This is an optimization exercise on Yosys and OpenROAD, whose aim is small area and a short achievable clock period, not a production implementation.
At most, simulation tests tie the RTL to the original design; equivalence was not proved.
No functional check of the RTL was part of runs 1 to 5.
Power is estimated from default activity; no workload was simulated.

==> flow/design.v <==
module note_sequencer #(
  parameter int DEPTH     = 64,
  parameter int DUR_W     = 16,
  parameter int TICK_DIV  = 16,
  parameter int DEB_TICKS = 10
) (
  input  logic                         clk,
  input  logic                         rst_n,
  input  logic [4:0]                   key_code,
  input  logic                         rec_n,
  input  logic                         play_n,
  input  logic                         stop_n,
  output logic [4:0]                   note_out,
  output logic [1:0]                   state_out,
  output logic                         full,
  output logic [$clog2(DEPTH+1)-1:0]   evt_count
);
  localparam int CW  = $clog2(DEPTH+1);
  localparam int AW  = (DEPTH > 1) ? $clog2(DEPTH) : 1;
  localparam int TW  = (TICK_DIV > 1) ? $clog2(TICK_DIV) : 1;
  localparam int DBW = $clog2(DEB_TICKS+1);
  localparam int EW  = 5 + DUR_W;
  localparam int RL  = DEPTH - 2;            
  localparam logic [4:0] SILENCE = 5'b11111;
  typedef enum logic [1:0] {S_IDLE = 2'b00, S_REC = 2'b01, S_PLAY = 2'b10} state_t;
  state_t            state;
  logic [4:0]        key_s1, key_s2;
  logic [2:0]        btn_s1, btn_s2;
  logic [2:0]        press;
  logic              stop_p, rec_p, play_p;
  logic [TW-1:0]     tick_cnt;
  logic              tick;
  logic [4:0]        cand, stable;
  logic [DBW-1:0]    deb_cnt, deb_next;
  logic              chg;
  logic [4:0]        note_n;                 
  logic [DUR_W-1:0]  dur, dur_plus, dur_m, dur_step, dur_nx;
  logic              dnz, dmax, d1;          
  logic [AW-1:0]     addr;
  logic              pload;
  logic [EW-1:0]     wr_data, pdata;
  logic              wr_en, wr_ring, sat, rec_close, full_hit, last, pdone, idle_rec, play_go;
  logic              d_clr, d_ld, d_step;
  logic [EW-1:0]     slot0, slot1;           
  logic [EW-1:0]     ring  [RL];             
  logic [EW-1:0]     ring_d [RL];
  logic [EW-1:0]     wbuf;                   
  logic              wpend, wpend_nx;
  logic [5:0]        wpos;                   
  logic [5:0]        npos;                   
  logic [EW-1:0]     nxt;                    
  logic [5:0]        rpos;                   
  logic [5:0]        ph;                     
  logic [5:0]        ph_nx, ph_pv, wpos_nx, rpos_nx, npos_nx1, npos_nx2;
  logic [4:0]        wtap, rtap;             
  logic [EW-1:0]     tap_d [5];
  logic [EW-1:0]     cap_d;
  always_ff @(posedge clk or negedge rst_n) begin
    if (!rst_n) begin
      key_s1 <= SILENCE;
      key_s2 <= SILENCE;
      btn_s1 <= 3'b111;
      btn_s2 <= 3'b111;
      press  <= 3'b000;
    end else begin
      key_s1 <= key_code;
      key_s2 <= key_s1;
      btn_s1 <= {stop_n, rec_n, play_n};
      btn_s2 <= btn_s1;
      press  <= btn_s2 & ~btn_s1;
    end
  end
  assign stop_p = press[2];
  assign rec_p  = press[1];
  assign play_p = press[0];
  always_ff @(posedge clk or negedge rst_n) begin
    if (!rst_n) begin
      tick_cnt <= '0;
      tick     <= 1'b0;
    end else begin
      tick_cnt <= tick_cnt + 1'b1;
      tick     <= (tick_cnt == TW'(TICK_DIV-2));
    end
  end
  always_comb begin
    deb_next = DBW'(1);
    if (key_s2 == cand)
      deb_next = (deb_cnt == DBW'(DEB_TICKS)) ? deb_cnt : deb_cnt + 1'b1;
  end
  always_ff @(posedge clk or negedge rst_n) begin
    if (!rst_n) begin
      cand    <= SILENCE;
      stable  <= SILENCE;
      deb_cnt <= '0;
      chg     <= 1'b0;
    end else begin
      chg <= 1'b0;
      if (tick) begin
        cand    <= key_s2;
        deb_cnt <= deb_next;
        if (deb_next >= DBW'(DEB_TICKS) && key_s2 != stable) begin
          stable <= key_s2;
          chg    <= 1'b1;
        end
      end
    end
  end
  always_comb begin
    dur_m     = {DUR_W{state == S_PLAY}};
    dur_step  = dur_m ^ ((dur ^ dur_m) + 1'b1);
    dur_plus  = tick ? dur_step : dur;
    sat       = tick && dmax;
    rec_close = (state == S_REC) && (chg || sat || stop_p);
    wr_en     = rec_close && (tick || dnz);
    wr_ring   = wr_en && (evt_count[AW-1:1] != '0);
    wr_data   = {note_out, dur_plus};
    full_hit  = wr_en && (evt_count == CW'(DEPTH-1));
    idle_rec  = !stop_p && rec_p;
    play_go   = !stop_p && !rec_p && play_p && (evt_count != '0);
    last      = (CW'(addr) == evt_count - 1'b1);
    pdone     = (state == S_PLAY) && !pload && tick && d1;
    pdata     = (addr == AW'(0)) ? slot0 : (addr == AW'(1)) ? slot1 : nxt;
    d_clr     = ((state == S_IDLE) && idle_rec) || ((state == S_REC) && rec_close);
    d_ld      = (state == S_PLAY) && pload && !stop_p;
    d_step    = tick && (state == S_REC || (state == S_PLAY && !pload));
    dur_nx    = d_clr ? '0 : d_ld ? pdata[DUR_W-1:0] : d_step ? dur_step : dur;
  end
  always_comb begin
    ph_nx    = (ph   == 6'(RL-1)) ? 6'd0 : ph   + 6'd1;
    ph_pv    = (ph   == 6'd0) ? 6'(RL-1) : ph - 6'd1;
    npos_nx1 = (npos == 6'(RL-1)) ? 6'd0 : npos + 6'd1;
    npos_nx2 = (npos == 6'(RL-2)) ? 6'd0 : (npos == 6'(RL-1)) ? 6'd1 : npos + 6'd2;
    wpos_nx  = wr_ring ? npos_nx1 : ((wpos == 6'(RL-1)) ? 6'd0 : wpos + 6'd1);
    wpend_nx = wr_ring || (wpend && !(|wtap));
    if (state != S_PLAY)
      rpos_nx = ph_nx;
    else if (pload && addr[AW-1:1] != '0 && !stop_p)
      rpos_nx = (rpos == 6'(RL-2)) ? 6'd0 : (rpos == 6'(RL-1)) ? 6'd1 : rpos + 6'd2;
    else
      rpos_nx = (rpos == 6'(RL-1)) ? 6'd0 : rpos + 6'd1;
    for (int j = 0; j < RL; j++) ring_d[j] = ring[(j + RL - 1) % RL];
    tap_d[0] = wtap[0] ? wbuf : ring[0];
    tap_d[1] = wtap[1] ? wbuf : ring[13];
    tap_d[2] = wtap[2] ? wbuf : ring[26];
    tap_d[3] = wtap[3] ? wbuf : ring[38];
    tap_d[4] = wtap[4] ? wbuf : ring[50];
    ring_d[1]  = tap_d[0];
    ring_d[14] = tap_d[1];
    ring_d[27] = tap_d[2];
    ring_d[39] = tap_d[3];
    ring_d[51] = tap_d[4];
    cap_d = '0;
    for (int k = 0; k < 5; k++) cap_d = cap_d | ({EW{rtap[k]}} & tap_d[k]);
  end
  always_ff @(posedge clk) begin
    for (int j = 0; j < RL; j++) ring[j] <= ring_d[j];
    if (|rtap) nxt <= cap_d;
    if (wr_en && evt_count[AW-1:0] == AW'(0)) slot0 <= wr_data;
    if (wr_en && evt_count[AW-1:0] == AW'(1)) slot1 <= wr_data;
    if (wr_en) wbuf <= wr_data;
  end
  always_ff @(posedge clk or negedge rst_n) begin
    if (!rst_n) begin
      ph    <= '0;
      wpend <= 1'b0;
      wtap  <= '0;
      npos  <= 6'(RL-2);
    end else begin
      ph    <= ph_nx;
      wpend <= wpend_nx;
      wtap  <= {5{wpend_nx}} & {wpos_nx == 6'd50, wpos_nx == 6'd38, wpos_nx == 6'd26,
                                wpos_nx == 6'd13, wpos_nx == 6'd0};
      if ((state == S_IDLE) && idle_rec) npos <= ph_pv;
      else if (wr_en)                    npos <= npos_nx2;
      else                               npos <= npos_nx1;
    end
  end
  always_ff @(posedge clk) begin
    wpos <= wpos_nx;
    rpos <= rpos_nx;
    rtap <= {rpos_nx == 6'd50, rpos_nx == 6'd38, rpos_nx == 6'd26, rpos_nx == 6'd13,
             rpos_nx == 6'd0};
  end
  always_ff @(posedge clk or negedge rst_n) begin
    if (!rst_n) begin
      state     <= S_IDLE;
      note_n    <= '0;
      full      <= 1'b0;
      evt_count <= '0;
    end else begin
      case (state)
        S_IDLE: begin
          note_n <= ~stable;
          if (idle_rec) begin
            state     <= S_REC;
            evt_count <= '0;
            full      <= 1'b0;
          end else if (play_go) begin
            state <= S_PLAY;
          end
        end
        S_REC: begin
          note_n <= ~stable;
          if (wr_en) evt_count <= evt_count + 1'b1;
          if (full_hit) begin
            full  <= 1'b1;
            state <= S_IDLE;
          end else if (stop_p) begin
            state <= S_IDLE;
          end
        end
        S_PLAY: begin
          if (stop_p) begin
            state  <= S_IDLE;
            note_n <= ~stable;
          end else if (pload) begin
            note_n <= ~pdata[EW-1:DUR_W];
          end else if (pdone && last) begin
            state <= S_IDLE;
          end
        end
        default: state <= S_IDLE;
      endcase
    end
  end
  assign note_out = ~note_n;
  always_ff @(posedge clk) begin
    dur  <= dur_nx;
    dnz  <= !d_clr && (d_ld ? (pdata[DUR_W-1:0] != '0) : (d_step || dnz));
    dmax <= !d_clr && (d_step ? (dur == {{(DUR_W-2){1'b1}}, 2'b01}) : dmax);
    d1   <= !d_clr && (d_ld ? (pdata[DUR_W-1:0] == DUR_W'(1)) :
                       d_step ? (dur == DUR_W'(2)) : d1);
    case (state)
      S_IDLE: begin
        if (!idle_rec && play_go) begin
          addr  <= '0;
          pload <= 1'b1;
        end
      end
      S_PLAY: begin
        if (stop_p) begin
          pload <= 1'b0;
        end else if (pload) begin
          pload <= 1'b0;
        end else if (pdone && !last) begin
          addr  <= addr + 1'b1;
          pload <= 1'b1;
        end
      end
      default: ;
    endcase
  end
  assign state_out = state;
endmodule
==> flow/run.sh <==
#!/bin/bash
# synth_recipe.tcl (not shown) runs the flow's synth.tcl, then flattens the netlist and writes it again
# the make line also repeats each setting of config.mk as NAME=value (left out here)
make -C /OpenROAD-flow-scripts/flow DESIGN_CONFIG=/design/flow/config.mk WORK_HOME=/design/flow/orfs CLKGATE_MAP_FILE= SYNTH_SCRIPT=/design/flow/synth_recipe.tcl finish
==> flow/config.mk <==
export PLATFORM = sky130hd
export DESIGN_NAME = note_sequencer
export DESIGN_NICKNAME = note_sequencer
export VERILOG_FILES = /design/flow/design.v
export SDC_FILE = /design/flow/constraint.sdc
export NUM_CORES = 4
export LEC_CHECK = 0
export CAP_MARGIN = 20
export CORE_MARGIN = 2
export CORE_UTILIZATION = 60
export SETUP_SLACK_MARGIN = 2.9
export SLEW_MARGIN = 20
==> flow/constraint.sdc <==
create_clock -name core_clock -period 5.0 [get_ports {clk}]
set_input_delay 1.0000 -clock core_clock [delete_from_list [all_inputs] [get_ports {clk}]]
set_output_delay 1.0000 -clock core_clock [all_outputs]
set_load 0.01 [all_outputs]
==> summary.md, run 1 <==
| Metric | Value |
|---|---|
| Status | finished clean |
| Final Hold Fails | 0 |
| Routed WL | 73.0 mm |
| Starting Density | 0.606 |
| F_max | 0.411 GHz |
| Setup CP Type | reg2reg |
| Clock skew | 0.0160 ns |
| Core ar. | 61600 um2 |
| Cells after Synth | 2390 |
| PwrDens | 521 nW/um2 |
| Worst EP arrival | 3.05 ns |
| Crit end category | flip-flop |
| Antenna violations before repair | 1 |
| Gpl congestion | 0.926 |
| Synth-to-layout area growth | 21.7% |
| Ys Warns | 4 |
| P_leak | 0.0184 uW |
| Die Span Y | 253 um |
| Sink Count | 1501 |
| Vias | 18500 |
| Synth top area cells | dfxtp_1 (72%), edfxtp_1 (7.3%), mux2_2 (3.5%) |
| Average cell area after synthesis | 15.6 um2 |
| H-tree levels | 4 |
| Die width | 253 um |
| List of most frequent post-synthesis cells | dfxtp_1 (1338), mux2_2 (115), nand2_1 (99) |
| Least-Margin Pin Slew | 1.01 ns |
| Post-synth EDFFs | 91 |
| Number of buffers added on ports | 24 |
| Main synth FF type | dfxtp_1 |
| # DRC | 0 |
| Most frequent cell after synthesis | dfxtp_1 |
| CP max FO | 5 |
| Seq/Total Area, Yosys | 0.841 |
| Start point of the critical path | addr[4] |
| Cts bufs inserted | 136 |
| Clock Latency Late Sink | 0.70 ns |
| Fin crit share | 0.486 |
| Yosys top cell by area | dfxtp_1 |
| Via-to-Cell Ratio | 5.15 |
| Total GRT Usage | 0.229 |
| Synth Register Bits | 1501 |
| Largest net degree at the start of global routing | 73 |
| Hold path start | ring[43][3] |
| Post-synth top area share | 0.718 |
| Diode count | 0 |
| Yosys cell types | 70 |
| Share of layout cells above drive strength 1 | 0.248 |
| Hold_ws | 0.313 ns |
| CTS tree | done |
| # setup viols final | 0 |
| Synth async-reset ratio | 0.0480 |
| Max-slew violations | 0 |
| Iter 0 DRT Violations | 1420 |
| Reg2reg start | addr[4] |
| Hold Crit Class | reg2reg |
| Cell area after synthesis | 37300 um2 |
| Post-DP HPWL | 38.0 mm |
| Slew HR | 0.321 |
| Global-route wire length before repair | 109 mm |
| Max-cap viol count | 0 |
| Peak VDD IR | 0.000450 V |
| RSZ-0062 raised after global routing | true |
| Cell row count | 91 |
| Number of global-route vias before repair | 18500 |
| Post-synthesis net count | 2427 |
| Nets | 2676 |
| Bufs on Longest Clock Path | 3 |
| # IOs | 25 |
| Setup TNS | 0 ns |
| Die area | 64200 um2 |
| Worst setup SP type | flip-flop |
| Final min period | 2.43 ns |
| Hold_buf cts | 0 |
| CTS clk-pin slew, worst paths | 0.06 ns |
| Worst path required time | 5.62 ns |
| Total gr overflow | 0 |
| DR pass1 iterations | 7 |
| Wire length per cell | 20.3 um |
| CTS root buffer | clkbuf_16 |
| DRT antenna net count | 0 |
==> critical path, cell delays in order (launching register included) <==
cell and delay (ns):
edfxtp_1 0.43, or4_4 0.61, o21ai_4 0.23, nand2_1 0.09, a32o_2 0.28, or4_1 0.58
nor3_2 0.12
==> per-stage QoR <==
step | worst slack (ns) | cells | area (um2) | total power (uW) | util
final | 2.57 | 3587 | 45400 | 23600 | 0.737
after global routing | 2.48 | 3587 | 45400 | 24400 | 0.737
after CTS | 2.61 | 3533 | 44400 | 23700 | 0.721
after detailed placement | 2.00 | 3204 | 38500 | 13200 | 0.625
after global placement | 2.07 | 3204 | 38500 | 13200 | 0.625
after floorplan | 2.79 | 2390 | 37400 | 13000 | -
==> cell families after synthesis <==
| logic type | Yosys count | synth area share |
|---|---|---|
| flip-flops | 1501 | 0.841 |
| AND/OR/NAND/NOR | 355 | 0.0466 |
| AO/OA/AOI/OAI | 224 | 0.0424 |
| multiplexers | 122 | 0.0366 |
| buffers and inverters | 98 | 0.0100 |
| XOR/XNOR | 63 | 0.0148 |
| adder cells (fa/ha/maj) | 27 | 0.00906 |
==> power by group <==
group | internal (uW) | switching (uW)
clock network | 6100 | 4330
logic | 367 | 490
registers | 12200 | 153
==> state kept, by name (all words and copies together), names as in the netlist, 7 cells and up <==
| signal | cells |
|---|---|
| nxt | 21 |
| ring | 1302 |
| evt_count | 7 |
| slot0 | 21 |
| wbuf | 21 |
| slot1 | 21 |
| dur | 16 |
==> cells in the final DEF, fill, tap and decap left out, drive strengths merged, types with 5 or more instances in the layout <==
cell type / Yosys / layout
dfxtp: 1338 / 1338
clkbuf: 42 / 211
buf: 23 / 156
mux2: 115 / 115
nand2: 99 / 99
edfxtp: 91 / 91
nor2: 79 / 79
nand3: 68 / 68
o21ai: 50 / 50
a21oi: 44 / 44
dfrtp: 42 / 42
inv: 33 / 42
xnor2: 39 / 39
dfstp: 30 / 30
a22oi: 28 / 28
ha: 27 / 27
clkinv: 0 / 25
xor2: 24 / 24
a222oi: 22 / 22
a32oi: 20 / 20
nor4: 18 / 18
nor3: 16 / 16
o22ai: 12 / 12
or3: 12 / 12
nand4: 10 / 10
o31ai: 10 / 10
and3: 5 / 9
clkdlybuf4s50: 0 / 8
nor2b: 8 / 8
mux2i: 7 / 7
bufinv: 0 / 6
o311ai: 6 / 6
nand2b: 6 / 6
nand3b: 5 / 5
a31oi: 5 / 5
or2: 5 / 5
==> cell type report <==
class / count / area [um2]
Sequential cell: 1501 / 31400
Fill cell: 3758 / 16200
Multi-Input combinational cell: 797 / 6490
Clock buffer: 208 / 4140
Timing Repair Buffer: 169 / 1660
Tap cell: 837 / 1050
Clock inverter: 41 / 519
Inverter: 33 / 154
Timing Repair inverter: 1 / 8.76
==> layer usage <==
layer / global-route usage / share of wire / up-vias
met5: 0 / 0.00018 / -
met4: 0.0896 / 0.031 / 2
met3: 0.0497 / 0.062 / 173
met2: 0.348 / 0.45 / 578
met1: 0.321 / 0.46 / 9088
li1: - / - / 8622
==> repair_timing <==
action / in CTS / in global routing
cloned: 9 / 5
setup buffers: 71 / 49
setup endpoints to repair: 204 / 139
pin swaps: 18 / 57
gates resized for setup: 192 / 126
==> path summary, 6_finish.rpt <==
check / endpoint / slack [ns] / cells after the start
worst max-delay path: rtap[0] / 2.57 / 6
worst min-delay path: ring[44][3] / 0.31 / 0
worst max register to register: rtap[0] / 2.57 / 6
worst min register to register: ring[44][3] / 0.31 / 0
max in group asynchronous: wtap[2] / 3.83 / 1
min in group asynchronous: npos[1] / 0.45 / 1
==> run 2, diff against run 1 <==
--- a/flow/config.mk
+++ b/flow/config.mk
@@ -10,3 +10,3 @@
 export CORE_UTILIZATION = 60
-export SETUP_SLACK_MARGIN = 2.9
+export SETUP_SLACK_MARGIN = 2.5
 export SLEW_MARGIN = 20
==> run 2 against run 1 <==
Maximum frequency is 1.8% lower; setup slack got worse by 0.044 ns; first-iteration DRC count down 20%; largest cell class unchanged; largest power group unchanged; highest routed layer is now met4.
==> summary.md, run 2 <==
| Metric | Value |
|---|---|
| Status | finished clean (unchanged) |
| Clock Latency Late Sink | 0.70 ns (about the same) |
| Total GRT Usage | 0.219 (was 0.229) |
| Fin crit share | 0.495 (was 0.486) |
| Average cell area after synthesis | 15.6 um2 (unchanged) |
| Net Sw Power | 4850 uW (was 4970 uW) |
| Final min period | 2.48 ns (was 2.43 ns) |
| RSZ-0062 raised after global routing | true (unchanged) |
| Part of the power in the clock network | 0.444 (was 0.441) |
| # setup viols final | 0 (unchanged) |
| Global-route wire length before repair | 105 mm (was 109 mm) |
| # DRC | 0 (unchanged) |
| CTS root buffer | clkbuf_16 (unchanged) |
| Sink Count | 1501 (unchanged) |
| Vias | 17500 (was 18500) |
| Yosys top cell by area | dfxtp_1 (unchanged) |
| Cells after Synth | 2390 (unchanged) |
| Diode count | 0 (unchanged) |
| Worst EP arrival | 2.93 ns (was 3.05 ns) |
| Combinational power share | 0.028 (was 0.036) |
| Die Span Y | 253 um (unchanged) |
| Worst setup SP type | flip-flop (unchanged) |
| Die width | 253 um (unchanged) |
| Starting Density | 0.606 (unchanged) |
| Synth-to-layout area growth | 17.0% (was 21.7%) |
| P_leak | 0.0175 uW (was 0.0184 uW) |
| Largest net degree at the start of global routing | 73 (unchanged) |
| Yosys cell types | 70 (unchanged) |
| Max-cap viol count | 0 (unchanged) |
| Share of layout cells above drive strength 1 | 0.180 (was 0.248) |
| Total gr overflow | 0 (unchanged) |
| Filler cell count | 3934 (was 3758) |
| Wire length per cell | 19.6 um (was 20.3 um) |
| Area taken by multi-input logic gates | 5790 um2 (was 6490 um2) |
| Hold_buf cts | 0 (unchanged) |
| Setup CP Type | reg2reg (unchanged) |
| Main synth FF type | dfxtp_1 (unchanged) |
| Most frequent cell after synthesis | dfxtp_1 (unchanged) |
| Cts bufs inserted | 133 (was 136) |
| Register Area | 31400 um2 (about the same) |
| List of most frequent post-synthesis cells | dfxtp_1 (1338), mux2_2 (115), nand2_1 (99) (unchanged) |
| Post-synth top area share | 0.718 (unchanged) |
| Post-synthesis net count | 2427 (unchanged) |
| Sw Ratio | 0.207 (was 0.210) |
| Synth async-reset ratio | 0.0480 (unchanged) |
| CP max FO | 9 (was 5) |
| Cell row count | 91 (unchanged) |
| Clock skew | 0.0253 ns (was 0.0160 ns) |
| F_max | 0.404 GHz (was 0.411 GHz) |
| Peak VDD IR | 0.000432 V (was 0.000450 V) |
| Synth Register Bits | 1501 (unchanged) |
| Number of global-route vias before repair | 17700 (was 18500) |
| Flop pwr share | 0.528 (was 0.523) |
| Nets | 2574 (was 2676) |
| Most flops, register | ring (unchanged) |
| Commonest cells after routing, fill and taps aside | dfxtp_1 (1338), clkbuf_16 (139), mux2_2 (115), nand2_1 (98), edfxtp_1 (91) (was dfxtp_1 (1333), clkbuf_16 (146), mux2_2 (115), buf_4 (109), edfxtp_1 (91)) |
| Cell area after synthesis | 37300 um2 (unchanged) |
| Max reg flops | 1302 (unchanged) |
| Max-slew violations | 0 (unchanged) |
| Seq/Total Area, Yosys | 0.841 (unchanged) |
| Design area | 43600 um2 (was 45400 um2) |
| PwrDens | 536 nW/um2 (was 521 nW/um2) |
| Worst path required time | 5.46 ns (was 5.62 ns) |
| Most common cell after layout, fill and taps aside | dfxtp_1 (unchanged) |
| H-tree levels | 4 (unchanged) |
| Routed WL | 68.3 mm (was 73.0 mm) |
| Die area | 64200 um2 (unchanged) |
| DRT antenna net count | 0 (unchanged) |
| CTS tree | done (unchanged) |
| Cell internal pwr | 18500 uW (was 18700 uW) |
| Core ar. | 61600 um2 (unchanged) |
| Iter 0 DRT Violations | 1137 (was 1420) |
| Ys Warns | 4 (unchanged) |
| Synth top area cells | dfxtp_1 (72%), edfxtp_1 (7.3%), mux2_2 (3.5%) (unchanged) |
| # IOs | 25 (unchanged) |
| Number of buffers added on ports | 24 (unchanged) |
| Slew HR | 0.375 (was 0.321) |
| Crit end category | flip-flop (unchanged) |
| Antenna violations before repair | 0 (was 1) |
| Bufs on Longest Clock Path | 3 (unchanged) |
| Hold Crit Class | reg2reg (unchanged) |
| Least-Margin Pin Slew | 0.938 ns (was 1.01 ns) |
| Area after DPL | 38500 um2 (about the same) |
| Post-synth EDFFs | 91 (unchanged) |
| Via-to-Cell Ratio | 5.04 (was 5.15) |
| Gpl congestion | 0.811 (was 0.926) |
| Final Hold Fails | 0 (unchanged) |
| Setup TNS | 0 ns (unchanged) |
| DR pass1 iterations | 5 (was 7) |
| CTS clk-pin slew, worst paths | 0.07 ns (was 0.06 ns) |
| Hold_ws | 0.315 ns (was 0.313 ns) |
| Post-DP HPWL | 37.5 mm (was 38.0 mm) |
==> run 2: cell types whose count changed in the layout (fill, tap and decap cells not counted), sizes merged <==
cell           before  now
and3                9    7
buf               156   52
bufbuf              2    1
bufinv              6   11
clkbuf            211  201
clkdlybuf4s15       0    3
clkinv             25   22
clkinvlp            2    3
dlygate4sd2         0    8
inv                42   40
o211a               3    2
==> run 2: path summary, 6_finish.rpt <==
path                                    from            to  slack (ns)  depth (start not counted)
worst min-delay path            ring[14][13]  ring[15][13]        0.32                          0
min in group asynchronous              rst_n       wtap[0]        0.46                          1
worst min register to register  ring[14][13]  ring[15][13]        0.32                          0
worst max register to register        dur[5]     slot1[11]        2.52                          5
worst max-delay path                  dur[5]     slot1[11]        2.52                          5
max in group asynchronous              rst_n  evt_count[5]        3.87                          1
==> run 2: through the flow <==
| step | setup slack (ns) | utilization | cells | power (uW) |
|---|---|---|---|---|
| detailed placement | 1.81 | 0.625 | 3205 | 13200 |
| global route | 2.39 | 0.709 | 3481 | 24200 |
| floorplan | 2.52 | - | 2390 | 13000 |
| global placement | 1.88 | 0.625 | 3204 | 13200 |
| finish | 2.52 | 0.709 | 3481 | 23400 |
| CTS | 2.49 | 0.705 | 3470 | 23600 |
==> run 2: power groups by stage <==
stage               Combinational, uW  Sequential, uW  Clock (uW)
finish                            645           12300       10400
global route                      715           12400       11100
CTS                               627           12300       10600
detailed placement                597           12600           0
global placement                  588           12600           0
floorplan                         441           12600           0
==> run 2: final cells by class <==
class	instances	area share
inverters	33	0.00355
repair buffers	74	0.0155
clock inverters	43	0.0146
clock buffers	199	0.0908
well taps	837	0.0240
flip-flops and latches	1501	0.719
multi-input cells	794	0.133
==> run 2: cells by family after synthesis <==
group	share of synthesized area
fa+ha+maj	0.00906
simple gates	0.0466
flops	0.841
xor+xnor	0.0148
buf+inv	0.0100
compound gates	0.0424
mux	0.0366
==> run 2: critical path, stage by stage (launching register included) <==
cell and delay, ns:
dfxtp_1 0.42, or4b_1 0.55, o21ai_1 0.24, o2111ai_1 0.38, nor2_1 0.26, xor2_1 0.38
==> run 2: layer usage <==
metal | up-vias | GRT usage | share of wire | wire (um)
met4 | 0 | 0.0796 | 0.026 | 1760
met3 | 118 | 0.0470 | 0.048 | 3270
met2 | 441 | 0.332 | 0.45 | 30600
li1 | 8404 | - | - | -
met5 | - | 0 | 0 | 0
met1 | 8565 | 0.311 | 0.48 | 32700
==> run 2: what timing repair did <==
action	CTS	global route
endpoints found under the setup margin	151	36
pin swaps	4	2
gates resized for setup	74	24
gates cloned	3	1
buffers inserted	20	10
==> run 3, diff against run 2 <==
--- a/flow/config.mk
+++ b/flow/config.mk
@@ -10,2 +10,4 @@
 export CORE_UTILIZATION = 60
+export CTS_CLUSTER_DIAMETER = 80
+export CTS_CLUSTER_SIZE = 30
 export SETUP_SLACK_MARGIN = 2.5
==> run 3 against run 2 <==
First-iteration DRC count fell by 1.5%; clock-buffer cell count fell by 122; critical endpoint is now addr[4]; critical path depth rose by 4; clock power fell by 45%.
==> summary.md, run 3 <==
| Metric | Value |
|---|---|
| Status | finished clean (unchanged) |
| Worst EP arrival | 2.76 ns (was 2.93 ns) |
| Wire length per cell | 19.4 um (was 19.6 um) |
| CP max FO | 6 (was 9) |
| F_max | 0.406 GHz (was 0.404 GHz) |
| Yosys top cell by area | dfxtp_1 (unchanged) |
| Most frequent cell after synthesis | dfxtp_1 (unchanged) |
| Die width | 253 um (unchanged) |
| Final std cells w/o fill | 3339 (was 3481) |
| Seq/Total Area, Yosys | 0.841 (unchanged) |
| Worst path required time | 5.30 ns (was 5.46 ns) |
| Post-synth EDFFs | 91 (unchanged) |
| Hold Crit Class | reg2reg (unchanged) |
| Largest net degree at the start of global routing | 73 (unchanged) |
| Crit end category | flip-flop (unchanged) |
| CTS root buffer | clkbuf_16 (unchanged) |
| Vias | 16900 (was 17500) |
| Reg2reg start | evt_count[1] (was dur[5]) |
| Hold_ws | 0.321 ns (was 0.315 ns) |
| P_leak | 0.0162 uW (was 0.0175 uW) |
| Synth top area cells | dfxtp_1 (72%), edfxtp_1 (7.3%), mux2_2 (3.5%) (unchanged) |
| Worst setup SP type | flip-flop (unchanged) |
| # DRC | 0 (unchanged) |
| Number of buffers added on ports | 24 (unchanged) |
| Pwr Total | 18700 uW (was 23400 uW) |
| Routed WL | 64.8 mm (was 68.3 mm) |
| List of most frequent post-synthesis cells | dfxtp_1 (1338), mux2_2 (115), nand2_1 (99) (unchanged) |
| Start point of the critical path | evt_count[1] (was dur[5]) |
| Hold_buf cts | 0 (unchanged) |
| Starting Density | 0.606 (unchanged) |
| Bufs on Longest Clock Path | 3 (unchanged) |
| Least-Margin Pin Slew | 0.940 ns (was 0.938 ns) |
| Dpl cells | 3205 (unchanged) |
| Max-slew violations | 0 (unchanged) |
| Most common cell after layout, fill and taps aside | dfxtp_1 (unchanged) |
| Yosys cell types | 70 (unchanged) |
| Total gr overflow | 0 (unchanged) |
| Final min period | 2.47 ns (was 2.48 ns) |
| CTS clk-pin slew, worst paths | 0.11 ns (was 0.07 ns) |
| Cts bufs inserted | 58 (was 133) |
| Hold path start | ring[44][10] (was ring[14][13]) |
| CTS tree | done (unchanged) |
| DRT antenna net count | 0 (unchanged) |
| Iter 0 DRT Violations | 1120 (was 1137) |
| Cell area after synthesis | 37300 um2 (unchanged) |
| RSZ-0062 raised after global routing | true (unchanged) |
| Share of layout cells above drive strength 1 | 0.140 (was 0.180) |
| Clock Latency Late Sink | 0.66 ns (was 0.70 ns) |
| Setup CP Type | reg2reg (unchanged) |
| DR pass1 iterations | 5 (unchanged) |
| Core ar. | 61600 um2 (unchanged) |
| Total GRT Usage | 0.200 (was 0.219) |
| Clock skew | 0.0293 ns (was 0.0253 ns) |
| Peak VDD IR | 0.000395 V (was 0.000432 V) |
| Setup TNS | 0 ns (unchanged) |
| Synth-to-layout area growth | 9.61% (was 17.0%) |
| # setup viols final | 0 (unchanged) |
| Average cell area after synthesis | 15.6 um2 (unchanged) |
| Final Hold Fails | 0 (unchanged) |
| Max-cap viol count | 0 (unchanged) |
| Synth async-reset ratio | 0.0480 (unchanged) |
| Max reg flops | 1302 (unchanged) |
| Pre-CTS setup slack | 1.81 ns (unchanged) |
| Post-synthesis net count | 2427 (unchanged) |
| Number of global-route vias before repair | 16400 (was 17700) |
| Setup ws final | 2.53 ns (was 2.52 ns) |
| Most flops, register | ring (unchanged) |
| Cells after Synth | 2390 (unchanged) |
| Synth Register Bits | 1501 (unchanged) |
| H-tree levels | 2 (was 4) |
| PwrDens | 457 nW/um2 (was 536 nW/um2) |
| # IOs | 25 (unchanged) |
| Antenna violations before repair | 0 (unchanged) |
| Via-to-Cell Ratio | 5.05 (was 5.04) |
| Post-synth top area share | 0.718 (unchanged) |
| Ys Warns | 4 (unchanged) |
| Main synth FF type | dfxtp_1 (unchanged) |
| Post-DP HPWL | 37.5 mm (unchanged) |
| Die Span Y | 253 um (unchanged) |
| Gpl congestion | 0.811 (unchanged) |
| Global-route wire length before repair | 97.0 mm (was 105 mm) |
| Commonest cells after routing, fill and taps aside | dfxtp_1 (1338), mux2_2 (115), nand2_1 (98), edfxtp_1 (91), nor2_1 (78) (was dfxtp_1 (1338), clkbuf_16 (139), mux2_2 (115), nand2_1 (98), edfxtp_1 (91)) |
| Die area | 64200 um2 (unchanged) |
| Cell row count | 91 (unchanged) |
| Slew HR | 0.373 (was 0.375) |
| Nets | 2513 (was 2574) |
| Fin crit share | 0.493 (was 0.495) |
| Diode count | 0 (unchanged) |
| Sink Count | 1501 (unchanged) |
run 3: logic make-up (layout without fill, tap and decap cells):
family | after synthesis | after routing | share of synthesized area
AO/OA/AOI/OAI | 224 | 224 | 0.0424
adder cells (fa/ha/maj) | 27 | 27 | 0.00906
XOR/XNOR | 63 | 63 | 0.0148
multiplexers | 122 | 122 | 0.0366
flip-flops | 1501 | 1501 | 0.841
AND/OR/NAND/NOR | 355 | 358 | 0.0466
buffers and inverters | 98 | 207 | 0.0100
run 3: worst paths after layout:
| check | to | depth (start not counted) | slack, ns |
|---|---|---|---|
| setup / recovery | addr[4] | 9 | 2.53 |
| hold / removal | ring[45][10] | 0 | 0.32 |
| setup reg to reg | addr[4] | 9 | 2.53 |
| hold reg to reg | ring[45][10] | 0 | 0.32 |
| max in group asynchronous | evt_count[4] | 1 | 3.84 |
| min in group asynchronous | wtap[3] | 1 | 0.48 |
run 3: power breakdown:
part           internal (uW)  total, uW  switching, uW
combinational            262        668            405
sequential             12200      12300            140
clock                   2250       5670           3420
run 3: cell type report:
class / count / area, um2
Multi-Input combinational cell: 794 / 5840
Sequential cell: 1501 / 31400
Inverter: 33 / 143
Tap cell: 837 / 1050
Fill cell: 4314 / 20700
Clock buffer: 77 / 1550
Timing Repair Buffer: 88 / 790
Clock inverter: 9 / 141
run 3: worst max-delay path, stage by stage (launching register included):
cell and delay, ns:
dfrtp_1 0.42, buf_4 0.16, inv_1 0.20, ha_1 0.25, nor3b_1 0.25, xnor2_1 0.17, nor3_1 0.09, nand4_1 0.13
nand2_1 0.09, o22ai_2 0.34
run 3: routing by layer:
layer  wire, um  GRT usage  share of wire  vias up
met5          0          0              0        -
met4       1750     0.0568          0.027        0
met3       3350     0.0328          0.052      104
met2      28200      0.305           0.43      357
met1      31500      0.297           0.49     8222
li1           -          -              -     8186
run 3: metrics by stage:
| step | utilization | cell area, um2 |
|---|---|---|
| global placement | 0.625 | 38500 |
| finish | 0.664 | 40900 |
| CTS | 0.658 | 40500 |
| detailed placement | 0.625 | 38500 |
| floorplan | - | 37300 |
| global route | 0.664 | 40900 |
run 3: what timing repair did:
| action | in CTS | in global routing |
|---|---|---|
| setup endpoints to repair | 151 | 77 |
| gates resized for setup | 66 | 32 |
| gates cloned | 1 | 4 |
| setup buffers | 23 | 20 |
| pin swaps | 1 | 11 |
==> run 4, diff against run 3 <==
--- a/flow/config.mk
+++ b/flow/config.mk
@@ -10,4 +10,4 @@
 export CORE_UTILIZATION = 60
-export CTS_CLUSTER_DIAMETER = 80
-export CTS_CLUSTER_SIZE = 30
+export CTS_CLUSTER_DIAMETER = 60
+export CTS_CLUSTER_SIZE = 25
 export SETUP_SLACK_MARGIN = 2.5
==> run 4 against run 3 <==
Area after synthesis did not move; maximum frequency fell by 1.8%; largest power group unchanged; synthesized cell count did not move; final cell count barely moved; highest routed layer unchanged; still clean; clock skew fell by 0.010 ns; utilization rose by 0.44 points; combinational power fell by 4.9%; critical path type unchanged; setup slack got worse by 0.046 ns; wire length fell by 0.70%; power rose by 3.9%; die area did not move; global-route usage rose by 0.38 points.
==> summary.md, run 4 <==
| Metric | Value |
|---|---|
| Vias | 16900 (about the same) |
| Seq/Total Area, Yosys | 0.841 (unchanged) |
| Design area | 41200 um2 (was 40900 um2) |
| Setup CP Type | reg2reg (unchanged) |
| Part of the power in the clock network | 0.332 (was 0.304) |
| Reg2reg start | state[1] (was evt_count[1]) |
| Pwr Total | 19400 uW (was 18700 uW) |
| Number of global-route vias before repair | 16600 (was 16400) |
| Clock skew | 0.0188 ns (was 0.0293 ns) |
| Post-synth top area share | 0.718 (unchanged) |
| Max reg flops | 1302 (unchanged) |
| Cell family with most CP delay | compound AO/OA/AOI/OAI gates (was simple AND/OR/NAND/NOR gates) |
| Fin crit share | 0.502 (was 0.493) |
| F_max | 0.398 GHz (was 0.406 GHz) |
| Yosys top cell by area | dfxtp_1 (unchanged) |
| Buf+Inv Stages, Crit Path | 1 (was 2) |
| Most common cell after layout, fill and taps aside | dfxtp_1 (unchanged) |
| Peak VDD IR | 0.000305 V (was 0.000395 V) |
| DR pass1 iterations | 6 (was 5) |
| Status | finished clean (unchanged) |
| Cell internal pwr | 15300 uW (was 14700 uW) |
| Most frequent cell after synthesis | dfxtp_1 (unchanged) |
| Crit-path cells | nor2b_1 -> buf_4 -> o21ai_1 -> o2111ai_1 -> nor2_1 -> xor2_1 (was buf_4 -> inv_1 -> ha_1 -> nor3b_1 -> xnor2_1 -> nor3_1 -> nand4_1 -> nand2_1 -> o22ai_2) |
| Main synth FF type | dfxtp_1 (unchanged) |
| Met2 Track Usage GR | 0.314 (was 0.305) |
| Critical-path top delay cell | dfrtp_2 (was dfrtp_1) |
| Sink Count | 1501 (unchanged) |
| Core ar. | 61600 um2 (unchanged) |
| Combinational power share | 0.033 (was 0.036) |
| Largest net degree at the start of global routing | 73 (unchanged) |
| Hold Path End | ring[43][17] (was ring[45][10]) |
| Post-DP HPWL | 37.5 mm (unchanged) |
| CTS clk-pin slew, worst paths | 0.09 ns (was 0.11 ns) |
| CTS root buffer | clkbuf_16 (unchanged) |
| Crit end category | flip-flop (unchanged) |
| Hold path start | ring[42][17] (was ring[44][10]) |
| Final min period | 2.51 ns (was 2.47 ns) |
| Yosys cell types | 70 (unchanged) |
| Synth top area cells | dfxtp_1 (72%), edfxtp_1 (7.3%), mux2_2 (3.5%) (unchanged) |
| # setup viols final | 0 (unchanged) |
| Worst EP arrival | 2.90 ns (was 2.76 ns) |
| Synth async-reset ratio | 0.0480 (unchanged) |
| Ys Warns | 4 (unchanged) |
| Clock Latency Late Sink | 0.62 ns (was 0.66 ns) |
| Number of buffers added on ports | 24 (unchanged) |
| Hold_ws | 0.319 ns (was 0.321 ns) |
| Starting Density | 0.606 (unchanged) |
| Post-synth EDFFs | 91 (unchanged) |
| Least-Margin Pin Slew | 0.938 ns (was 0.940 ns) |
| DRT antenna net count | 0 (unchanged) |
| Gpl congestion | 0.811 (unchanged) |
| Net Sw Power | 4070 uW (was 3960 uW) |
| Share of layout cells above drive strength 1 | 0.140 (about the same) |
| Critical R2R Capture | slot0[11] (was addr[4]) |
| List of most frequent post-synthesis cells | dfxtp_1 (1338), mux2_2 (115), nand2_1 (99) (unchanged) |
| Synth Register Bits | 1501 (unchanged) |
| Reg2Reg Depth | 6 (was 9) |
| CTS tree | done (unchanged) |
| CP max stage delay | 0.49 ns (was 0.42 ns) |
| Die area | 64200 um2 (unchanged) |
| Area after DPL | 38500 um2 (unchanged) |
| Worst setup SP type | flip-flop (unchanged) |
| Filler cell count | 4290 (was 4314) |
| Cell area after synthesis | 37300 um2 (unchanged) |
| Busiest grt layer | met2 (unchanged) |
| Bufs on Longest Clock Path | 3 (unchanged) |
| Cells after Synth | 2390 (unchanged) |
| M1 GR Usage | 0.299 (was 0.297) |
| Total gr overflow | 0 (unchanged) |
| H-tree levels | 3 (was 2) |
| Nets | 2509 (was 2513) |
| Diode count | 0 (unchanged) |
| Max-cap viol count | 0 (unchanged) |
| Die width | 253 um (unchanged) |
| Total GRT Usage | 0.204 (was 0.200) |
| Setup TNS | 0 ns (unchanged) |
| R2R Setup Slk | 2.49 ns (was 2.53 ns) |
| Max-slew violations | 0 (unchanged) |
| Worst path required time | 5.39 ns (was 5.30 ns) |
| Routed WL | 64.3 mm (was 64.8 mm) |
| # IOs | 25 (unchanged) |
| RSZ-0062 raised after global routing | true (unchanged) |
| Hold Crit Depth | 0 (unchanged) |
| # DRC | 0 (unchanged) |
| Sw Ratio | 0.210 (was 0.212) |
| Flop pwr share | 0.636 (was 0.661) |
| Cell row count | 91 (unchanged) |
| Cts bufs inserted | 74 (was 58) |
| Global-route wire length before repair | 98.3 mm (was 97.0 mm) |
| Die Span Y | 253 um (unchanged) |
| Post-synthesis net count | 2427 (unchanged) |
| Hold_buf cts | 0 (unchanged) |
| Fin util | 0.668 (was 0.664) |
| Slew HR | 0.375 (was 0.373) |
| Iter 0 DRT Violations | 1058 (was 1120) |
| Synth-to-layout area growth | 10.3% (was 9.61%) |
| Final Hold Fails | 0 (unchanged) |
| Hold Crit Class | reg2reg (unchanged) |
| Routing usage on met3 | 0.0376 (was 0.0328) |
| Antenna violations before repair | 0 (unchanged) |
| Via-to-Cell Ratio | 5.06 (was 5.05) |
| Average cell area after synthesis | 15.6 um2 (unchanged) |
| PwrDens | 472 nW/um2 (was 457 nW/um2) |
| Most flops, register | ring (unchanged) |
| P_leak | 0.0163 uW (was 0.0162 uW) |
| Wire length per cell | 19.3 um (was 19.4 um) |
| CP max FO | 15 (was 6) |
| Commonest cells after routing, fill and taps aside | dfxtp_1 (1338), mux2_2 (115), nand2_1 (98), edfxtp_1 (91) (was dfxtp_1 (1338), mux2_2 (115), nand2_1 (98), edfxtp_1 (91), nor2_1 (78)) |
-- run 4: cell counts after synthesis --
No cell type changed its count.
-- run 4: how the worst max path moves through the flow --
stage,startpoint,to,slack (ns),depth (start not counted)
finish,state[1],slot0[11],2.49,6
global route,state[1],slot0[11],2.35,6
CTS,evt_count[5],wtap[2],2.46,7
detailed placement,tick,slot0[4],1.81,5
global placement,tick,slot0[4],1.88,5
floorplan,state[0],slot0[0],2.52,6
-- run 4: cells by family (layout without fill, tap and decap cells) --
group / Yosys count / count (layout) / synth area share
compound gates: 224 / 224 / 0.0424
mux: 122 / 122 / 0.0366
xor+xnor: 63 / 63 / 0.0148
flops: 1501 / 1501 / 0.841
fa+ha+maj: 27 / 27 / 0.00906
buf+inv: 98 / 210 / 0.0100
simple gates: 355 / 356 / 0.0466
-- run 4: per-stage QoR --
step                      setup WS [ns]  cells
after global placement             1.88   3204
after detailed placement           1.81   3205
after global routing               2.35   3340
final                              2.49   3340
after CTS                          2.46   3333
after floorplan                    2.52   2390
-- run 4: area by class of cell --
| type | count | area (um2) | share of cell area |
|---|---|---|---|
| Clock buffer | 94 | 2000 | 0.0486 |
| Clock inverter | 13 | 160 | 0.00389 |
| Inverter | 33 | 131 | 0.00319 |
| Multi-Input combinational cell | 792 | 5790 | 0.141 |
| Sequential cell | 1501 | 31400 | 0.762 |
| Tap cell | 837 | 1050 | 0.0254 |
| Timing Repair Buffer | 70 | 653 | 0.0159 |
-- run 4: repair_timing --
action / 4_1_cts / 5_1_grt
cloned: 1 / 1
endpoints found under the setup margin: 151 / 49
buffers inserted: 20 / 6
resized for setup: 60 / 26
pin swaps: 1 / 3
-- run 4: metal layers --
metal | wire [um] | vias up
li1 | - | 8191
met1 | 31500 | 8278
met3 | 2890 | 93
met5 | 0 | -
met4 | 1190 | 0
met2 | 28800 | 339
-- run 4: power groups by stage --
stage | sequential, uW | combinational, uW | clock [uW]
global route | 12400 | 711 | 7050
floorplan | 12600 | 441 | 0
CTS | 12300 | 622 | 6630
global placement | 12600 | 588 | 0
detailed placement | 12600 | 597 | 0
finish | 12300 | 635 | 6440
==> run 5, diff against run 4 <==
--- a/flow/design.v
+++ b/flow/design.v
@@ -31,3 +31,3 @@
   logic [TW-1:0]     tick_cnt;
-  logic              tick;
+  logic              tick, tick_nx;
   logic [4:0]        cand, stable;
@@ -39,2 +39,3 @@
   logic [AW-1:0]     addr;
+  logic [CW-1:0]     addr_inc;
   logic              pload;
@@ -75,2 +76,3 @@
   assign play_p = press[0];
+  assign tick_nx = (tick_cnt == TW'(TICK_DIV-2));
   always_ff @(posedge clk or negedge rst_n) begin
@@ -81,3 +83,3 @@
       tick_cnt <= tick_cnt + 1'b1;
-      tick     <= (tick_cnt == TW'(TICK_DIV-2));
+      tick     <= tick_nx;
     end
@@ -110,6 +112,6 @@
     dur_step  = dur_m ^ ((dur ^ dur_m) + 1'b1);
-    dur_plus  = tick ? dur_step : dur;
-    sat       = tick && dmax;
+    dur_plus  = dur;
+    sat       = dmax;
     rec_close = (state == S_REC) && (chg || sat || stop_p);
-    wr_en     = rec_close && (tick || dnz);
+    wr_en     = rec_close && dnz;
     wr_ring   = wr_en && (evt_count[AW-1:1] != '0);
@@ -119,9 +121,10 @@
     play_go   = !stop_p && !rec_p && play_p && (evt_count != '0);
-    last      = (CW'(addr) == evt_count - 1'b1);
+    addr_inc  = CW'(addr) + 1'b1;
+    last      = (addr_inc == evt_count);
     pdone     = (state == S_PLAY) && !pload && tick && d1;
-    pdata     = (addr == AW'(0)) ? slot0 : (addr == AW'(1)) ? slot1 : nxt;
+    pdata     = nxt;
     d_clr     = ((state == S_IDLE) && idle_rec) || ((state == S_REC) && rec_close);
     d_ld      = (state == S_PLAY) && pload && !stop_p;
-    d_step    = tick && (state == S_REC || (state == S_PLAY && !pload));
-    dur_nx    = d_clr ? '0 : d_ld ? pdata[DUR_W-1:0] : d_step ? dur_step : dur;
+    d_step    = (tick_nx && state == S_REC) || (tick && state == S_PLAY && !pload);
+    dur_nx    = d_clr ? DUR_W'(tick_nx) : d_ld ? pdata[DUR_W-1:0] : d_step ? dur_step : dur;
   end
@@ -156,3 +159,8 @@
     for (int j = 0; j < RL; j++) ring[j] <= ring_d[j];
-    if (|rtap) nxt <= cap_d;
+    if (state != S_PLAY)
+      nxt <= slot0;
+    else if (pload && addr == AW'(0))
+      nxt <= slot1;
+    else if (|rtap && addr != AW'(0))
+      nxt <= cap_d;
     if (wr_en && evt_count[AW-1:0] == AW'(0)) slot0 <= wr_data;
@@ -228,4 +236,4 @@
     dur  <= dur_nx;
-    dnz  <= !d_clr && (d_ld ? (pdata[DUR_W-1:0] != '0) : (d_step || dnz));
-    dmax <= !d_clr && (d_step ? (dur == {{(DUR_W-2){1'b1}}, 2'b01}) : dmax);
+    dnz  <= tick_nx || (!d_clr && dnz);
+    dmax <= tick_nx && !d_clr && (dur == {{(DUR_W-1){1'b1}}, 1'b0});
     d1   <= !d_clr && (d_ld ? (pdata[DUR_W-1:0] == DUR_W'(1)) :
--- a/flow/config.mk
+++ b/flow/config.mk
@@ -10,4 +10,4 @@
 export CORE_UTILIZATION = 60
-export CTS_CLUSTER_DIAMETER = 60
-export CTS_CLUSTER_SIZE = 25
+export CTS_CLUSTER_DIAMETER = 80
+export CTS_CLUSTER_SIZE = 30
 export SETUP_SLACK_MARGIN = 2.5
==> run 5 against run 4 <==
Clock power shrank 15%; maximum frequency grew 2.5%; clock skew grew 0.0029 ns; combinational power grew 8.0%; sequential power is essentially flat; power shrank 3.6%; synthesized cell count shrank 4.0%; utilization shrank 0.94 points; critical path depth shrank 5; wire length shrank 10%; first-iteration DRC count grew 7.1%; area after synthesis shrank 1.2%; critical path type is now reg2out; critical endpoint is now evt_count[2].
==> summary.md, run 5 <==
| Metric | Value |
|---|---|
| Die area | 63400 um2 (was 64200 um2) |
| Critical R2R Capture | rtap[0] (was slot0[11]) |
| Post-synthesis net count | 2329 (was 2427) |
| Antenna violations before repair | 1 (was 0) |
| Hold_buf cts | 0 (unchanged) |
| Iter 0 DRT Violations | 1133 (was 1058) |
| Least-Margin Pin Slew | 0.914 ns (was 0.938 ns) |
| Vias | 16000 (was 16900) |
| Most common cell after layout, fill and taps aside | dfxtp_1 (unchanged) |
| Final std cells w/o fill | 3169 (was 3340) |
| Cell area after synthesis | 36900 um2 (was 37300 um2) |
| Cell family with most CP delay | flip-flops (was compound AO/OA/AOI/OAI gates) |
| Worst setup SP type | flip-flop (unchanged) |
| Synth-to-layout area growth | 8.29% (was 10.3%) |
| F_max | 0.408 GHz (was 0.398 GHz) |
| Cts bufs inserted | 57 (was 74) |
| Synth top area cells | dfxtp_1 (73%), edfxtp_1 (7.5%), mux2_2 (3.5%) (was dfxtp_1 (72%), edfxtp_1 (7.3%), mux2_2 (3.5%)) |
| Die width | 252 um (was 253 um) |
| Sink Count | 1501 (unchanged) |
| Yosys cell types | 80 (was 70) |
| Most flops, register | ring (unchanged) |
| # IOs | 25 (unchanged) |
| Final min period | 2.45 ns (was 2.51 ns) |
| PwrDens | 469 nW/um2 (was 472 nW/um2) |
| Via-to-Cell Ratio | 5.04 (was 5.06) |
| CP max stage delay | 0.48 ns (was 0.49 ns) |
| Clock Latency Late Sink | 0.65 ns (was 0.62 ns) |
| Post-synth top area share | 0.726 (was 0.718) |
| Filler cell count | 4362 (was 4290) |
| Core ar. | 60600 um2 (was 61600 um2) |
| Bufs on Longest Clock Path | 3 (unchanged) |
| Starting Density | 0.608 (was 0.606) |
| Max-slew violations | 0 (unchanged) |
| DR pass1 iterations | 8 (was 6) |
| Commonest cells after routing, fill and taps aside | dfxtp_1 (1334), mux2_2 (115), edfxtp_1 (92), o21ai_0 (83), nand2_1 (76) (was dfxtp_1 (1338), mux2_2 (115), nand2_1 (98), edfxtp_1 (91)) |
| Most frequent cell after synthesis | dfxtp_1 (unchanged) |
| Dpl cells | 3060 (was 3205) |
| CTS tree | done (unchanged) |
| Main synth FF type | dfxtp_1 (unchanged) |
| Crit-path cells | dlygate4sd2_1 (was nor2b_1 -> buf_4 -> o21ai_1 -> o2111ai_1 -> nor2_1 -> xor2_1) |
| List of most frequent post-synthesis cells | dfxtp_1 (1337), mux2_2 (115), edfxtp_1 (92) (was dfxtp_1 (1338), mux2_2 (115), nand2_1 (99)) |
| Synth async-reset ratio | 0.0480 (unchanged) |
| RSZ-0062 raised after global routing | true (unchanged) |
| Routed WL | 57.6 mm (was 64.3 mm) |
| Gpl congestion | 0.823 (was 0.811) |
| Average cell area after synthesis | 16.1 um2 (was 15.6 um2) |
| Largest net degree at the start of global routing | 73 (unchanged) |
| Hold Path End | ring[34][5] (was ring[43][17]) |
| Diode count | 0 (unchanged) |
| Die Span Y | 252 um (was 253 um) |
| Total GRT Usage | 0.181 (was 0.204) |
| Post-DP HPWL | 33.4 mm (was 37.5 mm) |
| H-tree levels | 2 (was 3) |
| Total gr overflow | 0 (unchanged) |
| Share of layout cells above drive strength 1 | 0.132 (was 0.140) |
| Clock skew | 0.0218 ns (was 0.0188 ns) |
| R2R Setup Slk | 2.59 ns (was 2.49 ns) |
| Max-cap viol count | 0 (unchanged) |
| P_leak | 0.0158 uW (was 0.0163 uW) |
| Reg2Reg Depth | 6 (unchanged) |
| Global-route wire length before repair | 87.6 mm (was 98.3 mm) |
| CP max FO | 7 (was 15) |
| Cell row count | 90 (was 91) |
| Ys Warns | 4 (unchanged) |
| Synth Register Bits | 1501 (unchanged) |
| Worst EP arrival | 1.45 ns (was 2.90 ns) |
| # setup viols final | 0 (unchanged) |
| Peak VDD IR | 0.000328 V (was 0.000305 V) |
| Post-synth EDFFs | 92 (was 91) |
| CTS root buffer | clkbuf_16 (unchanged) |
| Setup TNS | 0 ns (unchanged) |
| Setup CP Type | reg2out (was reg2reg) |
| Slew HR | 0.391 (was 0.375) |
| CTS clk-pin slew, worst paths | 0.11 ns (was 0.09 ns) |
| Seq/Total Area, Yosys | 0.851 (was 0.841) |
| Nets | 2404 (was 2509) |
| Critical-path top delay cell | dfrtp_2 (unchanged) |
| Buf+Inv Stages, Crit Path | 1 (unchanged) |
| Hold Crit Class | reg2reg (unchanged) |
| Hold path start | ring[33][5] (was ring[42][17]) |
| Number of buffers added on ports | 24 (unchanged) |
| Hold Crit Depth | 0 (unchanged) |
| Wire length per cell | 18.2 um (was 19.3 um) |
| Max reg flops | 1302 (unchanged) |
| Status | finished clean (unchanged) |
| Fin crit share | 0.490 (was 0.502) |
| Yosys top cell by area | dfxtp_1 (unchanged) |
| Cells after Synth | 2295 (was 2390) |
| # DRC | 0 (unchanged) |
| Reg2reg start | addr[5] (was state[1]) |
| Crit end category | output port (was flip-flop) |
| Pwr Total | 18700 uW (was 19400 uW) |
| DRT antenna net count | 0 (unchanged) |
| Final Hold Fails | 0 (unchanged) |
| Number of global-route vias before repair | 15400 (was 16600) |
| Worst path required time | 4.00 ns (was 5.39 ns) |
run 5: changes by cell type in the layout (fill, tap and decap cells not counted), sizes merged, moves of 9 or more:
cell	change
o21ai	+36
nor2	-27
clkbuf	-24
a21oi	-23
nand2	-22
a32oi	-19
xnor2	-18
xor2	+12
a211oi	+11
nand3	-9
run 5: worst register-to-register path: cells and delay by family, from the launching register on:
family	cells	cell delay (ns)
DFF	1	0.50
muxes	1	0.21
AOI/OAI and AO/OA	2	0.43
and+or+nand+nor	3	1.24
run 5: logic make-up after synthesis:
group | Yosys count | share of synthesized area
AO/OA/AOI/OAI | 211 | 0.0403
XOR/XNOR | 57 | 0.0135
adder cells (fa/ha/maj) | 24 | 0.00815
buffers and inverters | 85 | 0.00923
flip-flops | 1501 | 0.851
multiplexers | 120 | 0.0367
AND/OR/NAND/NOR | 297 | 0.0410
run 5: report_power, final:
part | leakage [uW] | total [uW] | internal [uW] | switching [uW]
combinational | 0.00257 | 686 | 272 | 414
clock | 0.000770 | 5490 | 2160 | 3320
sequential | 0.0125 | 12500 | 12300 | 209
run 5: through the flow:
stage,area [um2],utilization,hold slack (ns),worst slack [ns]
6_report,39900,0.659,0.323,2.55
5_1_grt,39900,0.659,0.334,2.46
4_1_cts,39700,0.655,0.319,2.31
3_5_place_dp,38000,0.627,0.312,2.07
3_3_place_gp,38000,0.626,0.310,1.97
2_1_floorplan,36900,-,0.310,2.54
run 5: repair_timing:
action	CTS	global route
setup endpoints to repair	126	79
gates resized for setup	45	18
endpoints found under the hold margin	0	0
cloned	3	1
pin swaps	3	5
setup buffers	9	20
run 5: cell type report:
class,count,area [um2],area share
Sequential cell,1501,31400,0.786
Multi-Input combinational cell,713,5320,0.133
Clock buffer,70,1500,0.0375
Tap cell,782,978,0.0245
Timing Repair Buffer,65,524,0.0131
Inverter,32,125,0.00313
Clock inverter,6,88.8,0.00223
run 5: worst max-delay path by stage:
stage,from,end,cells past startpoint
3_5_place_dp,press[2],slot1[19],4
2_1_floorplan,state[0],slot0[0],7
5_1_grt,tick_cnt[0],dur[12],8
4_1_cts,state[1],state_out[1],1
6_report,evt_count[2],evt_count[2],1
3_3_place_gp,addr[2],nxt[14],5
run 5: per-layer routing:
layer	GRT usage	vias up	part of all wire	routed length (um)
met2	0.272	306	0.43	24700
met4	0.0595	2	0.031	1780
met5	0	-	0.00023	13
li1	-	7802	-	-
met1	0.269	7736	0.49	28500
met3	0.0293	115	0.046	2660
==> run 6, diff against run 5 <==
--- a/flow/design.v
+++ b/flow/design.v
@@ -58,6 +58,8 @@
   logic [EW-1:0]     cap_d;
-  always_ff @(posedge clk or negedge rst_n) begin
-    if (!rst_n) begin
-      key_s1 <= SILENCE;
-      key_s2 <= SILENCE;
+  always_ff @(posedge clk) begin
+    key_s1 <= key_code;
+    key_s2 <= key_s1;
+  end
+  always_ff @(posedge clk or negedge rst_n) begin
+    if (!rst_n) begin
       btn_s1 <= 3'b111;
@@ -66,4 +68,2 @@
     end else begin
-      key_s1 <= key_code;
-      key_s2 <= key_s1;
       btn_s1 <= {stop_n, rec_n, play_n};
@@ -96,5 +96,3 @@
       deb_cnt <= '0;
-      chg     <= 1'b0;
-    end else begin
-      chg <= 1'b0;
+    end else begin
       if (tick) begin
@@ -104,3 +102,2 @@
           stable <= key_s2;
-          chg    <= 1'b1;
         end
@@ -109,2 +106,4 @@
   end
+  always_ff @(posedge clk)
+    chg <= tick && deb_next >= DBW'(DEB_TICKS) && key_s2 != stable;
   always_comb begin
@@ -174,3 +173,2 @@
       wtap  <= '0;
-      npos  <= 6'(RL-2);
     end else begin
@@ -180,6 +178,8 @@
                                 wpos_nx == 6'd13, wpos_nx == 6'd0};
-      if ((state == S_IDLE) && idle_rec) npos <= ph_pv;
-      else if (wr_en)                    npos <= npos_nx2;
-      else                               npos <= npos_nx1;
-    end
+    end
+  end
+  always_ff @(posedge clk) begin
+    if ((state == S_IDLE) && idle_rec) npos <= ph_pv;
+    else if (wr_en)                    npos <= npos_nx2;
+    else                               npos <= npos_nx1;
   end
--- a/flow/config.mk
+++ b/flow/config.mk
@@ -12,3 +12,3 @@
 export CTS_CLUSTER_SIZE = 30
-export SETUP_SLACK_MARGIN = 2.5
+export SETUP_SLACK_MARGIN = 2.75
 export SLEW_MARGIN = 20
==> run 6 against run 5 <==
Sequential cell count stayed put; global-route usage is 0.64 points higher; synthesized cell count is 0.13% higher; setup slack better by 0.18 ns; sequential share of layout area is 1.1 points lower; utilization is 0.90 points higher; maximum frequency is 8.0% higher; power is 1.1% higher; non-clock buffer count is 33 higher; largest cell class unchanged; largest power group unchanged; register-to-register slack better by 0.14 ns.
==> summary.md, run 6 <==
| Metric | Value |
|---|---|
| Final std cells w/o fill | 3204 (was 3169) |
| Most frequent cell after synthesis | dfxtp_1 (unchanged) |
| Final min period | 2.27 ns (was 2.45 ns) |
| PwrDens | 468 nW/um2 (was 469 nW/um2) |
| Peak VDD IR | 0.000356 V (was 0.000328 V) |
| Nets | 2438 (was 2404) |
| Flop pwr share | 0.663 (was 0.670) |
| Seq/Total Area, Yosys | 0.852 (was 0.851) |
| Slew HR | 0.457 (was 0.391) |
| Commonest cells after routing, fill and taps aside | dfxtp_1 (1348), mux2_2 (115), edfxtp_1 (93), nand2_1 (80), o21ai_0 (79) (was dfxtp_1 (1334), mux2_2 (115), edfxtp_1 (92), o21ai_0 (83), nand2_1 (76)) |
| Core ar. | 60500 um2 (was 60600 um2) |
| Max reg flops | 1302 (unchanged) |
| Setup CP Type | reg2reg (was reg2out) |
| Main synth FF type | dfxtp_1 (unchanged) |
| Post-synthesis net count | 2332 (was 2329) |
| Worst EP arrival | 2.83 ns (was 1.45 ns) |
| Cell row count | 90 (unchanged) |
| Yosys top cell by area | dfxtp_1 (unchanged) |
| Post-DP HPWL | 34.2 mm (was 33.4 mm) |
| Crit-path cells | or4_4 -> o21ai_4 -> o2111ai_1 -> o211a_1 -> or3_4 -> nor4_4 (was dlygate4sd2_1) |
| Antenna violations before repair | 0 (was 1) |
| Clock Latency Late Sink | 0.65 ns (about the same) |
| # DRC | 0 (unchanged) |
| Hold path start | ring[33][6] (was ring[33][5]) |
| # setup viols final | 0 (unchanged) |
| Most flops, register | ring (unchanged) |
| Max-cap viol count | 0 (unchanged) |
| Worst path required time | 5.57 ns (was 4.00 ns) |
| CTS root buffer | clkbuf_16 (unchanged) |
| Synth Register Bits | 1501 (unchanged) |
| Fin util | 0.668 (was 0.659) |
| Cell area after synthesis | 36700 um2 (was 36900 um2) |
| Critical-path top delay cell | or4_4 (was dfrtp_2) |
| Net Sw Power | 4050 uW (was 3950 uW) |
| DR pass1 iterations | 6 (was 8) |
| CP max FO | 6 (was 7) |
| Sw Ratio | 0.214 (was 0.211) |
| Die width | 251 um (was 252 um) |
| # IOs | 25 (unchanged) |
| CTS tree | done (unchanged) |
| Most common cell after layout, fill and taps aside | dfxtp_1 (unchanged) |
| R2R Setup Slk | 2.73 ns (was 2.59 ns) |
| DRT antenna net count | 0 (unchanged) |
| Via-to-Cell Ratio | 5.07 (was 5.04) |
| RSZ-0062 raised after global routing | true (unchanged) |
| Combinational power share | 0.046 (was 0.037) |
| Reg2reg start | addr[2] (was addr[5]) |
| CTS clk-pin slew, worst paths | 0.11 ns (about the same) |
| Cell internal pwr | 14900 uW (was 14800 uW) |
| Synth async-reset ratio | 0.0366 (was 0.0480) |
| Number of global-route vias before repair | 15700 (was 15400) |
| Worst setup SP type | flip-flop (unchanged) |
| Part of the power in the clock network | 0.292 (was 0.293) |
| Fin crit share | 0.454 (was 0.490) |
| Die Span Y | 251 um (was 252 um) |
| Largest net degree at the start of global routing | 46 (was 73) |
| Post-synth EDFFs | 93 (was 92) |
| List of most frequent post-synthesis cells | dfxtp_1 (1353), mux2_2 (115), edfxtp_1 (93) (was dfxtp_1 (1337), mux2_2 (115), edfxtp_1 (92)) |
| Bufs on Longest Clock Path | 3 (unchanged) |
| Diode count | 0 (unchanged) |
| Max-slew violations | 0 (unchanged) |
| Number of buffers added on ports | 24 (unchanged) |
| Routed WL | 59.4 mm (was 57.6 mm) |
| P_leak | 0.0160 uW (was 0.0158 uW) |
| Vias | 16300 (was 16000) |
| Cts bufs inserted | 58 (was 57) |
| Synth-to-layout area growth | 9.98% (was 8.29%) |
| Cells after Synth | 2298 (was 2295) |
| Area after DPL | 37900 um2 (was 38000 um2) |
| Clock skew | 0.0259 ns (was 0.0218 ns) |
| Status | finished clean (unchanged) |
| Average cell area after synthesis | 16.0 um2 (was 16.1 um2) |
| Start point of the critical path | addr[2] (was evt_count[2]) |
| Dpl cells | 3063 (was 3060) |
| Wire length per cell | 18.5 um (was 18.2 um) |
| Iter 0 DRT Violations | 1064 (was 1133) |
| H-tree levels | 2 (unchanged) |
| Crit end category | flip-flop (was output port) |
| Yosys cell types | 80 (unchanged) |
| Final Hold Fails | 0 (unchanged) |
| Total GRT Usage | 0.187 (was 0.181) |
| Setup TNS | 0 ns (unchanged) |
| F_max | 0.441 GHz (was 0.408 GHz) |
| Ys Warns | 4 (unchanged) |
| Least-Margin Pin Slew | 0.814 ns (was 0.914 ns) |
| Total gr overflow | 0 (unchanged) |
| Filler cell count | 4208 (was 4362) |
| Share of layout cells above drive strength 1 | 0.155 (was 0.132) |
| Gpl congestion | 0.797 (was 0.823) |
| Starting Density | 0.607 (was 0.608) |
| Global-route wire length before repair | 90.5 mm (was 87.6 mm) |
| Die area | 63200 um2 (was 63400 um2) |
| Sink Count | 1501 (unchanged) |
| Hold Crit Class | reg2reg (unchanged) |
| Design area | 40400 um2 (was 39900 um2) |
| Synth top area cells | dfxtp_1 (74%), edfxtp_1 (7.6%), mux2_2 (3.5%) (was dfxtp_1 (73%), edfxtp_1 (7.5%), mux2_2 (3.5%)) |
| CP max stage delay | 0.60 ns (was 0.48 ns) |
| Post-synth top area share | 0.738 (was 0.726) |
run 6: cell types whose count changed after synthesis, sizes merged, moves of 6 or more:
cell / previous run / this run
a31oi: 4 / 10
buf: 18 / 25
dfstp: 30 / 16
dfxtp: 1337 / 1353
nand2: 77 / 84
nand2b: 13 / 5
xor2: 36 / 24
run 6: per-stage QoR:
step                      worst slack, ns  hold slack (ns)  total power (uW)
after global routing                 2.66            0.326             19600
after detailed placement             1.88            0.312             13500
after CTS                            2.70            0.326             19000
final                                2.73            0.321             18900
after global placement               2.05            0.309             13400
after floorplan                      2.75            0.310             13200
run 6: area by class of cell:
| class | count | area [um2] | area share |
|---|---|---|---|
| clock buffers | 69 | 1490 | 0.0370 |
| clock inverters | 9 | 121 | 0.00301 |
| inverters | 37 | 158 | 0.00390 |
| multi-input cells | 708 | 5430 | 0.135 |
| flip-flops and latches | 1501 | 31300 | 0.775 |
| well taps | 782 | 978 | 0.0242 |
| repair buffers | 98 | 898 | 0.0222 |
run 6: power groups by stage:
stage	clock network, uW	registers [uW]	logic (uW)
3_3_place_gp	0	12800	624
3_5_place_dp	0	12800	650
2_1_floorplan	0	12700	493
5_1_grt	6080	12600	945
6_report	5520	12500	864
4_1_cts	5680	12500	763
run 6: path summary, 6_finish.rpt:
| check | end | cells past startpoint |
|---|---|---|
| min | ring[34][6] | 0 |
| min in group asynchronous | press[1] | 1 |
| max | rtap[3] | 6 |
| max in group asynchronous | stable[3] | 2 |
| min reg2reg | ring[34][6] | 0 |
| max reg2reg | rtap[3] | 6 |
run 6: routing by layer:
layer / up-vias / GRT usage / wire length [um]
li1: 7888 / - / -
met1: 7984 / 0.283 / 29900
met2: 294 / 0.281 / 25600
met3: 92 / 0.0313 / 2500
met4: 0 / 0.0517 / 1410
met5: - / 0 / 0
run 6: cell families after synthesis:
logic type      synth area share
compound gates            0.0396
xor+xnor                  0.0125
fa+ha+maj                0.00818
buf+inv                   0.0101
flops                      0.852
mux                       0.0358
simple gates              0.0420
run 6: repair_timing:
item / CTS / global route
setup buffers: 43 / 15
setup endpoints to repair: 170 / 84
hold buffers: 0 / 0
resized for setup: 127 / 44
pin swaps: 11 / 11
gates cloned: 4 / 1
endpoints found under the hold margin: 0 / 0
run 6: worst max-delay path, delay by kind of cell (launching register included):
| kind | cells | cell delay (ns) |
|---|---|---|
| simple gates | 3 | 1.08 |
| compound gates | 3 | 0.63 |
| flops | 1 | 0.47 |

[re-timing with driven ports]
The flow's constraints put no driver on any port. The routed layouts listed below were extracted and timed again, unchanged, in two steps. Step 1: set_driving_cell puts a clkbuf_16 on clk and a buf_2 on each other input, an assumption about the parent block. Step 2 moves the port delays by t, midway between the first and last clock arrival at a register: inputs arrive t later, outputs are due t later. That takes back most of the time a late clock gives input paths. a / b / c = ideal / step 1 / step 2; a / b = the first two.
run | t (ns) | setup WS [ns] | hold slack, ns | clock arrival spread, ns | worst register clock-pin slew, ns
run 1 | 0.758 | 2.568 / 2.568 / 2.568 | 0.313 / 0.313 / 0.313 | 0.025 / 0.025 | 0.07 / 0.07
run 2 | 0.753 | 2.524 / 2.488 / 2.524 | 0.315 / 0.315 / 0.315 | 0.026 / 0.026 | 0.07 / 0.07
run 3 | 0.710 | 2.535 / 2.481 / 2.535 | 0.321 / 0.321 / 0.321 | 0.039 / 0.038 | 0.11 / 0.11
run 4 | 0.678 | 2.489 / 2.476 / 2.489 | 0.319 / 0.319 / 0.319 | 0.019 / 0.019 | 0.09 / 0.09
run 5 | 0.706 | 2.551 / 2.487 / 2.586 | 0.323 / 0.323 / 0.323 | 0.022 / 0.023 | 0.11 / 0.11
run 6 | 0.697 | 2.732 / 2.678 / 2.732 | 0.321 / 0.321 / 0.321 | 0.028 / 0.028 | 0.11 / 0.11
After both steps setup and hold are still met in every run listed.
